Background: an optimization exercise with open tools, aiming at small area, a short achievable clock period and few clock cycles per item. Do not read the settings as production practice. No functional check of the RTL was part of any run shown here. Power figures rest on the tool's default switching activity, not on a simulated workload.

## flow/design.v (module list and top-level ports; edited modules follow where they fit)
// module csa_fa: 9 lines
// module csa_ha: 8 lines
// module binary_neuron: 952 lines
module binary_neuron (
    input  logic                    clk,
    input  logic                    reset,
    input  logic                    in_valid,
    output logic                    in_ready,
    input  logic [320:0]            in_req,
    output logic                    out_valid,
    input  logic                    out_ready,
    output logic [9:0]              out_sum
);
  // ...
==> flow/flow/run.sh <==
#!/bin/bash
# The standard layout (standard.sh: ORFS synthesis to final layout), with
# one change: the input and output ports are buffered with the smallest
# buffer, sky130_fd_sc_hd__buf_1, instead of the cell buffer_ports picks by
# default (clkdlybuf4s50_1).  Later repair steps may still resize them.
set -euo pipefail
export BUFFER_PORTS_ARGS="-buffer_cell sky130_fd_sc_hd__buf_1"
bash standard.sh > standard_flow.log 2>&1
==> flow/standard.sh <==
#!/bin/bash
# synth_recipe.tcl (not shown) runs the flow's synth.tcl, then flattens the netlist and writes it again
# the make line also repeats each setting of config.mk as NAME=value (left out here)
make -C /OpenROAD-flow-scripts/flow DESIGN_CONFIG=/design/flow/config.mk WORK_HOME=/design/flow/orfs CLKGATE_MAP_FILE= SYNTH_SCRIPT=/design/flow/synth_recipe.tcl "${@:-finish}"
==> flow/config.mk <==
export PLATFORM = sky130hd
export DESIGN_NAME = binary_neuron
export DESIGN_NICKNAME = binary_neuron
export VERILOG_FILES = /design/flow/design.v
export SDC_FILE = /design/flow/constraint.sdc
export NUM_CORES = 4
export LEC_CHECK = 0
export CAP_MARGIN = 20
export CORE_MARGIN = 2
export CORE_UTILIZATION = 40
export CTS_BUF_LIST = sky130_fd_sc_hd__clkbuf_8
export SLEW_MARGIN = 20
export SYNTH_HIERARCHICAL = 1
export SYNTH_MINIMUM_KEEP_SIZE = 0
==> flow/constraint.sdc <==
create_clock -name core_clock -period 6.0 [get_ports {clk}]
set_input_delay 1.2000 -clock core_clock [delete_from_list [all_inputs] [get_ports {clk}]]
set_output_delay 1.2000 -clock core_clock [all_outputs]
set_load 0.01 [all_outputs]
==> reports/results.txt, run 1 <==
Clock-pin slew of the registers on the worst-case setup and hold paths: 110 ps
Met3 wire length: 1240 um
Initial Utilization: 40.67%
First-pass GRT wire length: 49640 um
Setup tns final: 0 ps
DR vias/cell: 4.569
MaxCap Viol Count: 0
Largest stage delay, worst path: 520 ps
Cell count after synthesis: 1109
RSZ-0062 raised after global routing: no
Die Y: 185.9 um
Reg2reg setup slack: 2860 ps
Sw Share: 43.79%
Ant. Diodes: 0
Largest net degree at the start of global routing: 27
Dpl cell area: 15010 sq um
Clock period minus worst slack: 3137 ps
Largest cell class: multi-input combinational cells
DP Cell Count: 1880
Hold_sp: stage_valid[1]
Cts bufs inserted: 17
Run status: timing/DRC/antenna clean
Post-DP HPWL: 29220 um
GRT met3 Usage: 2.896%
Gr busiest metal: met2
Worst reg2reg path depth: 10
Crit path max fanout: 3
Tightest Pin Transition: 669.8 ps
==> inputs of run 2 (changes only) <==
--- a/flow/design.v
+++ b/flow/design.v
@@ -215,17 +215,17 @@
     wire q3_61 = ~(in_req[76] ^ (~in_req[3] & (in_req[73] | in_req[74] | in_req[75])));
     wire p1_62 = in_req[70] ^ (~in_req[2] & in_req[69]);
     wire p2_62 = in_req[71] ^ (~in_req[2] & (in_req[69] | in_req[70]));
     wire q3_62 = ~(in_req[72] ^ (~in_req[2] & (in_req[69] | in_req[70] | in_req[71])));
     wire p1_63 = in_req[66] ^ (~in_req[1] & in_req[65]);
     wire p2_63 = in_req[67] ^ (~in_req[1] & (in_req[65] | in_req[66]));
     wire q3_63 = ~(in_req[68] ^ (~in_req[1] & (in_req[65] | in_req[66] | in_req[67])));
     logic r1_s57, r1_s59, r1_s61, r1_s123, r1_s125, r1_s127, r1_s129, r1_s131, r1_s133, r1_s135, r1_c58, r1_c60, r1_c62, r1_s137, r1_s139, r1_s141, r1_s143, r1_s145, r1_c122, r1_c124, r1_c126, r1_c128, r1_c130, r1_c132, r1_c134, r1_c136, r1_s203, r1_s205, r1_s207, r1_s209, r1_s211, r1_s213, r1_s215, r1_s217, r1_s219, r1_s221, r1_s223, r1_s225, r1_s227, r1_s229, r1_s231, r1_c138, r1_c140, r1_c142, r1_c144, r1_c146, r1_s233, r1_s235, r1_s311, r1_s313, r1_c204, r1_c206, r1_c208, r1_c210, r1_c212, r1_c214, r1_c216, r1_c218, r1_c220, r1_c222, r1_c224, r1_c226, r1_c228, r1_c230, r1_c232, r1_s315, r1_s317, r1_s319, r1_s321, r1_s323, r1_s325, r1_s327, r1_s329, r1_s331, r1_s333, r1_s335, r1_s337, r1_s339, r1_s341, r1_c234, r1_c236, r1_c314, r1_c316, r1_c318, r1_c320, r1_c322, r1_c324, r1_c326, r1_c328, r1_c330, r1_c332, r1_c334, r1_c336, r1_c338, r1_c340, r1_c342, r1_s393, r1_s395, r1_s397, r1_s399, r1_s401, r1_s403, r1_s405, r1_c394, r1_c396, r1_c398, r1_c400, r1_c402, r1_c404, r1_c406;
-    logic r2_s387, r2_c272, r2_s389, r2_s443, r2_c390, r2_s445, r2_s447, r2_c448, r2_s475, r2_s477, r2_s489, r2_c476, r2_s491, r2_c478, r2_c488, r2_s497, r2_c490, r2_c492, r2_c498, r2_g514, r2_s63, r2_g505, r2_g513;
+    logic r2_s447, r2_c392, r2_s449, r2_c448, r2_s475, r2_c450, r2_s477, r2_s489, r2_c476, r2_s491, r2_c478, r2_c488, r2_s497, r2_c490, r2_c492, r2_c498, r2_s63, r2_s157, r2_s271, r2_s391, r2_s159;
     wire s1 = ~(in_req[317] ^ in_req[313]);
     wire c2 = in_req[317] | in_req[313];
     wire s3, c4;
     csa_fa u_s3 (.a(in_req[309]), .b(in_req[305]), .c(in_req[301]), .s(s3), .co(c4));
     wire s5, c6;
     csa_fa u_s5 (.a(in_req[297]), .b(in_req[293]), .c(in_req[289]), .s(s5), .co(c6));
     wire s7, c8;
     csa_fa u_s7 (.a(in_req[285]), .b(in_req[281]), .c(in_req[277]), .s(s7), .co(c8));
@@ -607,17 +607,17 @@
     csa_fa u_s383 (.a(s371), .b(s373), .c(c264), .s(s383), .co(c384));
     wire s385, c386;
     csa_fa u_s385 (.a(c266), .b(s375), .c(s377), .s(s385), .co(c386));
     wire s387, c388;
     csa_fa u_s387 (.a(s379), .b(c268), .c(s381), .s(s387), .co(c388));
     wire s389, c390;
     csa_fa u_s389 (.a(c270), .b(s383), .c(s385), .s(s389), .co(c390));
     wire s391, c392;
-    csa_fa u_s391 (.a(r2_s387), .b(r2_c272), .c(r2_s389), .s(s391), .co(c392));
+    csa_fa u_s391 (.a(s387), .b(c272), .c(s389), .s(s391), .co(c392));
     wire s393 = ~(c274 ^ c276);
     wire c394 = c274 | c276;
     wire s395, c396;
     csa_fa u_s395 (.a(c278), .b(c280), .c(c282), .s(s395), .co(c396));
     wire s397, c398;
     csa_fa u_s397 (.a(c284), .b(c286), .c(c288), .s(s397), .co(c398));
     wire s399, c400;
     csa_fa u_s399 (.a(c290), .b(c292), .c(c294), .s(s399), .co(c400));
@@ -665,19 +665,19 @@
     csa_fa u_s441 (.a(c376), .b(c378), .c(c380), .s(s441), .co(c442));
     wire s443, c444;
     csa_fa u_s443 (.a(s433), .b(c382), .c(s435), .s(s443), .co(c444));
     wire s445, c446;
     csa_fa u_s445 (.a(s437), .b(s439), .c(c384), .s(s445), .co(c446));
     wire s447, c448;
     csa_fa u_s447 (.a(c386), .b(s441), .c(c388), .s(s447), .co(c448));
     wire s449, c450;
-    csa_fa u_s449 (.a(r2_s443), .b(r2_c390), .c(r2_s445), .s(s449), .co(c450));
+    csa_fa u_s449 (.a(s443), .b(c390), .c(s445), .s(s449), .co(c450));
     wire s451, c452;
-    csa_fa u_s451 (.a(r2_s447), .b(c392), .c(s449), .s(s451), .co(c452));
+    csa_fa u_s451 (.a(r2_s447), .b(r2_c392), .c(r2_s449), .s(s451), .co(c452));
     wire s453 = ~(r1_c394 ^ r1_c396);
     wire c454 = r1_c394 | r1_c396;
     wire s455, c456;
     csa_fa u_s455 (.a(r1_c398), .b(r1_c400), .c(r1_c402), .s(s455), .co(c456));
     wire s457, c458;
     csa_fa u_s457 (.a(r1_c404), .b(r1_c406), .c(c408), .s(s457), .co(c458));
     wire s459, c460;
     csa_fa u_s459 (.a(c410), .b(c412), .c(c414), .s(s459), .co(c460));
@@ -695,17 +695,17 @@
     csa_fa u_s471 (.a(c434), .b(c436), .c(c438), .s(s471), .co(c472));
     wire s473, c474;
     csa_fa u_s473 (.a(s465), .b(c440), .c(s467), .s(s473), .co(c474));
     wire s475, c476;
     csa_fa u_s475 (.a(c442), .b(s469), .c(c444), .s(s475), .co(c476));
     wire s477, c478;
     csa_fa u_s477 (.a(s471), .b(s473), .c(c446), .s(s477), .co(c478));
     wire s479, c480;
-    csa_fa u_s479 (.a(r2_c448), .b(r2_s475), .c(c450), .s(s479), .co(c480));
+    csa_fa u_s479 (.a(r2_c448), .b(r2_s475), .c(r2_c450), .s(s479), .co(c480));
     wire s481, c482;
     csa_fa u_s481 (.a(r2_s477), .b(c452), .c(s479), .s(s481), .co(c482));
     wire s483 = ~(c454 ^ c456);
     wire c484 = c454 | c456;
     wire s485, c486;
     csa_fa u_s485 (.a(c458), .b(c460), .c(c462), .s(s485), .co(c486));
     wire s487, c488;
     csa_fa u_s487 (.a(s483), .b(c464), .c(c466), .s(s487), .co(c488));
@@ -720,64 +720,38 @@
     wire s497 = ~(c484 ^ c486);
     wire c498 = c484 | c486;
     wire s499, c500;
     csa_fa u_s499 (.a(r2_c488), .b(r2_s497), .c(r2_c490), .s(s499), .co(c500));
     wire s501, c502;
     csa_fa u_s501 (.a(r2_c492), .b(s499), .c(c494), .s(s501), .co(c502));
     wire s503 = ~(r2_c498 ^ c500);
     wire c504 = r2_c498 | c500;
-    wire g505 = s157 ^ s159;
-    wire g506 = s157 & s159;
-    wire g507 = s495 ^ c482;
-    wire g508 = s495 & c482;
-    wire g509 = s501 ^ c496;
-    wire g510 = s501 & c496;
-    wire g511 = s503 ^ c502;
-    wire g512 = s503 & c502;
-    wire g513 = s271 ^ g506;
-    wire g514 = s271 & g506;
-    wire g515 = s391 ^ r2_g514;
-    wire g516 = s391 & r2_g514;
-    wire g517 = s451 ^ g516;
-    wire g518 = s451 & g516;
-    wire g519 = s481 ^ g518;
-    wire g520 = s481 & g518;
-    wire g521 = g507 ^ g520;
-    wire g522 = g508 | (g507 & g520);
-    wire g523 = g509 ^ g522;
-    wire g524 = g510 | (g509 & g508);
-    wire g525 = g509 & g507;
-    wire g526 = g524 | (g525 & g520);
-    wire g527 = g511 ^ g526;
-    wire g528 = g512 | (g511 & g510);
-    wire g529 = g511 & g509;
-    wire g530 = g528 | (g529 & g522);
-    wire g531 = c504 ^ g530;
-    wire [9:0] total = {g531, g527, g523, g521, g519, g517, g515, r2_g513, r2_g505, r2_s63};
+    wire [9:0] row_a = {c504, s503, s501, s495, s481, s451, r2_s391, r2_s271, r2_s157, r2_s63};
+    wire [9:0] row_b = {1'b0, c502, c496, c482, 1'b0, 1'b0, 1'b0, 1'b0, r2_s159, 1'b0};
+    wire [9:0] total = row_a + row_b;
     logic         accept, pop;
-    logic [3:0] pending, pending_next;
+    logic [2:0] pending, pending_next;
     assign accept = in_valid && in_ready;
     assign pop    = out_valid && out_ready;
     always_comb begin
         case ({accept, pop})
-            2'b10:   pending_next = {pending[2:0], 1'b1};
-            2'b01:   pending_next = {1'b0, pending[3:1]};
+            2'b10:   pending_next = {pending[1:0], 1'b1};
+            2'b01:   pending_next = {1'b0, pending[2:1]};
             default: pending_next = pending;
         endcase
     end
     always_ff @(posedge clk) begin
         if (reset) begin
-            pending  <= '0;
-            in_ready <= 1'b1;
+            pending <= '0;
         end else begin
-            pending  <= pending_next;
-            in_ready <= !pending_next[3];
+            pending <= pending_next;
         end
     end
+    assign in_ready = !pending[2] || pop;
     logic [2:1] stage_valid;
     always_ff @(posedge clk) begin
         if (reset) begin
             stage_valid <= '0;
         end else begin
             stage_valid <= {stage_valid[1:1], accept};
         end
     end
@@ -889,83 +863,62 @@
         r1_c396 <= c396;
         r1_c398 <= c398;
         r1_c400 <= c400;
         r1_c402 <= c402;
         r1_c404 <= c404;
         r1_c406 <= c406;
     end
     always_ff @(posedge clk) begin
-        r2_s387 <= s387;
-        r2_c272 <= c272;
-        r2_s389 <= s389;
-        r2_s443 <= s443;
-        r2_c390 <= c390;
-        r2_s445 <= s445;
         r2_s447 <= s447;
+        r2_c392 <= c392;
+        r2_s449 <= s449;
         r2_c448 <= c448;
         r2_s475 <= s475;
+        r2_c450 <= c450;
         r2_s477 <= s477;
         r2_s489 <= s489;
         r2_c476 <= c476;
         r2_s491 <= s491;
         r2_c478 <= c478;
         r2_c488 <= c488;
         r2_s497 <= s497;
         r2_c490 <= c490;
         r2_c492 <= c492;
         r2_c498 <= c498;
-        r2_g514 <= g514;
         r2_s63 <= s63;
-        r2_g505 <= g505;
-        r2_g513 <= g513;
+        r2_s157 <= s157;
+        r2_s271 <= s271;
+        r2_s391 <= s391;
+        r2_s159 <= s159;
     end
     logic [9:0]      q_data [0:2];
     logic [2:0]    q_wr, q_rd, q_occ;
-    logic [9:0]      q_head;
-    logic            q_empty;
     logic            result;        
-    logic            head_load;     
-    logic            q_push, q_pull;
     assign result    = stage_valid[2];
-    assign q_empty   = !q_occ[0];
-    assign head_load = !out_valid || out_ready;
-    assign q_pull    = head_load && !q_empty;
-    assign q_push    = result && !(head_load && q_empty);
+    assign out_valid = q_occ[0];
     always_ff @(posedge clk) begin
         if (reset) begin
             q_wr  <= 3'd1;
             q_rd  <= 3'd1;
             q_occ <= '0;
         end else begin
-            if (q_push) q_wr <= {q_wr[1:0], q_wr[2]};
-            if (q_pull) q_rd <= {q_rd[1:0], q_rd[2]};
-            case ({q_push, q_pull})
+            if (result) q_wr <= {q_wr[1:0], q_wr[2]};
+            if (pop) q_rd <= {q_rd[1:0], q_rd[2]};
+            case ({result, pop})
                 2'b10:   q_occ <= {q_occ[1:0], 1'b1};
                 2'b01:   q_occ <= {1'b0, q_occ[2:1]};
                 default: ;
             endcase
         end
     end
     always_ff @(posedge clk) begin
         for (int i = 0; i < 3; i++) begin
-            if (q_push && q_wr[i]) q_data[i] <= total;
+            if (result && q_wr[i]) q_data[i] <= total;
         end
     end
     always_comb begin
-        q_head = '0;
+        out_sum = '0;
         for (int i = 0; i < 3; i++) begin
-            q_head = q_head | (q_data[i] & {10{q_rd[i]}});
-        end
-    end
-    always_ff @(posedge clk) begin
-        if (reset) begin
-            out_valid <= 1'b0;
-        end else if (head_load) begin
-            out_valid <= !q_empty || result;
-        end
-    end
-    always_ff @(posedge clk) begin
-        if (head_load) begin
-            out_sum <= q_empty ? total : q_head;
+            out_sum = out_sum | (q_data[i] & {10{q_rd[i]}});
         end
     end
 endmodule
==> flow/flow/run.sh (replaced) <==
#!/bin/bash
# The standard layout (standard.sh: ORFS synthesis to final layout), with
# two changes:
#  - the input and output ports are buffered with the smallest buffer,
#    sky130_fd_sc_hd__buf_1, instead of the cell buffer_ports picks by default
#    (clkdlybuf4s50_1); later repair steps may still resize them;
#  - clock tree synthesis adds no dummy loads to the clock tree.
set -euo pipefail
export BUFFER_PORTS_ARGS="-buffer_cell sky130_fd_sc_hd__buf_1"
export CTS_ARGS="-sink_clustering_enable -repair_clock_nets -buf_list sky130_fd_sc_hd__clkbuf_8 -dont_use_dummy_load"
bash standard.sh > standard_flow.log 2>&1
==> reports/results.txt, run 2 <==
Run status: timing/DRC/antenna clean (unchanged)
Final instance area: 14570 sq um (was 15450 sq um)
Commonest non-fill, non-tap cell in the layout: buf_1 (unchanged)
Design Power: 9.137 mW (was 10.10 mW)
Skew-Pair Late Insertion Delay: 460 ps (was 470 ps)
Crit-path slowest cell: fa_1 (unchanged)
Dpl cell area: 14340 sq um (was 15010 sq um)
Setup tns final: 0 ps (unchanged)
Minimum hold slack: 469.6 ps (was 459.6 ps)
Synth cell types: 27 (was 35)
GRT Total Usage: 19.55% (was 19.53%)
Io pins: 337 (unchanged)
Initial Utilization: 40.85% (was 40.67%)
Die ar.: 32920 sq um (was 34560 sq um)
Slew Limit Headroom: 60.11% (was 55.35%)
Hold Buf Count CTS: 0 (unchanged)
Largest net degree at the start of global routing: 17 (was 27)
First-pass GRT wire length: 47790 um (was 49640 um)
Fin util: 47.26% (was 47.49%)
Top post-synthesis cells by count: fa_1 (243), nor2_1 (204), dfxtp_1 (145), xnor2_1 (134) (was fa_1 (244), nor2_1 (213), dfxtp_1 (150), xnor2_1 (130), nor3_1 (66))
Max VDD drop: 0.0009287 V (was 0.0004721 V)
Met2 usage: 34.65% (was 36.31%)
GRT met3 Usage: 3.410% (was 2.896%)
Post-CTS Setup Inserts: 0 (unchanged)
Detailed-route wire length: 30540 um (was 32530 um)
Most common cell in the netlist: fa_1 (unchanged)
Root Buffer: clkbuf_8 (unchanged)
Die Wd: 181.4 um (was 185.9 um)
Num rows: 64 (was 66)
Clk buf depth: 2 (unchanged)
Endpoint class of the critical path: register (unchanged)
Clock-pin slew of the registers on the worst-case setup and hold paths: 90 ps (was 110 ps)
Multi-input logic area: 8633 sq um (was 8842 sq um)
Mapped cell area: 12590 sq um (was 13230 sq um)
Asr flop ratio synth: 0% (unchanged)
Fmax: 336.3 MHz (was 318.8 MHz)
Number of setup violations in the final report: 0 (unchanged)
Primary FF master, synth: dfxtp_1 (unchanged)
Die Y: 181.4 um (was 185.9 um)
Crit path max fanout: 1 (was 3)
WL per Instance: 16.96 um (was 17.01 um)
Hold WC Path Type: reg2reg (unchanged)
CTS tree: done (unchanged)
Layout cells sized above 1: 1.423% (was 2.857%)
Post-CTS sizing: 0 (unchanged)
Vias after detailed routing: 8205 (was 8736)
Clock period minus worst slack: 2974 ps (was 3137 ps)
Crit path top cell by count: fa_1 (unchanged)
Tcrit/Tclk final: 49.56% (was 52.28%)
Cts bufs inserted: 17 (unchanged)
Max reg flops: 30 (unchanged)
Post-synthesis sequential area ratio: 30.20% (was 31.77%)
Post-synth EDFFs: 30 (was 40)
H-tree levels: 4 (unchanged)
WP data required: 6320 ps (was 6220 ps)
M1 GR Usage: 25.15% (was 23.88%)
Synth warn: 8 (unchanged)
Yosys top cell area share: 38.63% (was 36.91%)
Largest stage delay, worst path: 540 ps (was 520 ps)
Buffers on Ports: 336 (unchanged)
Commonest non-fill, non-tap cells in the layout: buf_1 (336), fa_1 (243), nor2_1 (204), dfxtp_1 (145), xnor2_1 (134) (was buf_1 (336), fa_1 (244), nor2_1 (213), dfxtp_1 (150), xnor2_1 (130))
Net Count, Synth: 1640 (was 1698)
Drt drc: 0 (unchanged)
CP Class: reg2reg (unchanged)
Cell Pwr Density: 627.1 nW/um^2 (was 653.6 nW/um^2)
RSZ-0062 raised after global routing: no (unchanged)
Largest reg by FF count: q_data (unchanged)
Detail Route Antenna Nets: 0 (unchanged)
CP cell instances: fa_1, fa_1, fa_1, fa_1, fa_1 (was fa_1, fa_1, fa_1, ha_1, inv_1, fa_1, inv_1, a21oi_1, o21ba_2, xor2_1)
# clock sinks: 175 (was 190)
Max-slew violations: 0 (unchanged)
Initial antenna violation count: 0 (unchanged)
DR vias/cell: 4.556 (was 4.569)
Core area: 30830 sq um (was 32540 sq um)
Drt first pass iters: 5 (unchanged)
Syn Area/Cell: 11.93 sq um (about the same)
Hold Violations, Final: 0 (unchanged)
Synthesis-to-layout area growth: 15.69% (was 16.74%)
Pleak: 5.362 nW (was 5.698 nW)
Synth area leader: fa_1 (unchanged)
Layout fillers: 2899 (was 3054)
Tightest Pin Transition: 598.3 ps (was 669.8 ps)
Initial DRC count: 346 (was 261)
Ant. Diodes: 0 (unchanged)
Synth top area cells: fa_1 (39%), dfxtp_1 (23%), xnor2_1 (9.3%), edfxtp_1 (7.2%), nor2_1 (6.1%) (was fa_1 (37%), dfxtp_1 (23%), edfxtp_1 (9.1%), xnor2_1 (8.6%), nor2_1 (6.0%))
MaxCap Viol Count: 0 (unchanged)
Final GP Congestion: 0.8454 (was 0.8915)
Gr busiest metal: met2 (unchanged)
Register bit total from synthesis: 175 (was 190)
Final #Nets: 1991 (was 2046)
Total grt overflow: 0 (unchanged)
Storage cell area: 3804 sq um (was 4204 sq um)
Critical Path Start Type: register (unchanged)
Cell count after synthesis: 1056 (was 1109)
Skew final: 28.14 ps (was 11.70 ps)
Worst EP arrival: 3290 ps (was 3350 ps)
Post-DP HPWL: 27800 um (was 29220 um)
Vias in the first global route: 8872 (was 9270)
run 2: modules after synthesis, one instance, submodules excluded:
| module | cells | times used |
|---|---|---|
| csa_fa | 1 | 243 |
| binary_neuron | 813 | 1 |
run 2: path summary, 6_finish.rpt:
path | depth (start not counted) | to | slack (ps) | from
min reg2reg | 1 | q_wr[0] | 470 | q_wr[0]
min | 1 | q_wr[0] | 470 | q_wr[0]
max reg2reg | 5 | r2_s449 | 3030 | r1_c316
max | 5 | r2_s449 | 3030 | r1_c316
run 2: cell type report:
| cell class | count | share of cell area [%] |
|---|---|---|
| inverter | 38 | 0.9790 |
| sequential | 175 | 26.11 |
| multi-input combinational | 839 | 59.25 |
| tap | 396 | 3.401 |
| timing repair buffer | 336 | 8.656 |
| clock buffer | 17 | 1.606 |
run 2: power by group:
part / switching, mW / internal, mW / total (mW)
Clock: 0.351 / 0.250 / 0.602
Combinational: 3.25 / 2.97 / 6.22
Sequential: 0.291 / 2.03 / 2.32
run 2: logic make-up (layout without fill, tap and decap cells):
family	count (synthesis)	count (layout)	share of synthesized area, %
DFF	175	175	30.20
and+or+nand+nor	352	352	12.67
buffers and inverters	42	391	1.252
xor gates and xnor gates	199	199	13.84
adders and majority gates	259	259	40.21
muxes	2	2	0.1590
AOI/OAI and AO/OA	27	27	1.669
run 2: worst max-delay path, delay by kind of cell (launching register included):
| family | cells | cell delay (ps) |
|---|---|---|
| adder cells (fa/ha/maj) | 5 | 2510 |
| flip-flops | 1 | 330 |
run 2: layer usage:
metal  up-vias  part of all wire, %
met2       234                   52
met1      3929                   42
li1       4024                    -
met5         -                    0
met4         0                  1.1
met3        18                  4.4
run 2: metrics by stage:
stage                     setup slack (ps)  instances
after floorplan                       3144       1056
after global routing                  2931       1801
after CTS                             3002       1801
after detailed placement              2840       1784
after global placement                2852       1784
final                                 3026       1801

[port drivers added, routing unchanged]
In the flow no input, the clock included, has a driving cell. The finished layouts below were timed again as built, in two steps.
Step 1: set_driving_cell puts a clkbuf_16 on clk and a buf_2 on each other input, an assumption about the parent block.
Step 2 also shifts input and output timing later by t, the mid clock arrival at the registers, as if the neighbouring blocks saw the same clock.
Slacks: no drivers / after step 1 / after step 2; pairs: no drivers / after step 1.
| run | t (ns) | setup slack, ns | worst setup path at the end | cell pins on the clock port's net |
|---|---|---|---|---|
| run 1 | 0.508 | 2.863 / 2.863 / 2.863 | register to register | 1 |
| run 2 | 0.484 | 3.026 / 3.026 / 2.822 | input to register | 1 |
After both steps setup and hold are still met in every run listed. The setup slack of run 2, which loses most, moves by 0.000 ns with the drivers and by -0.204 ns with both steps.
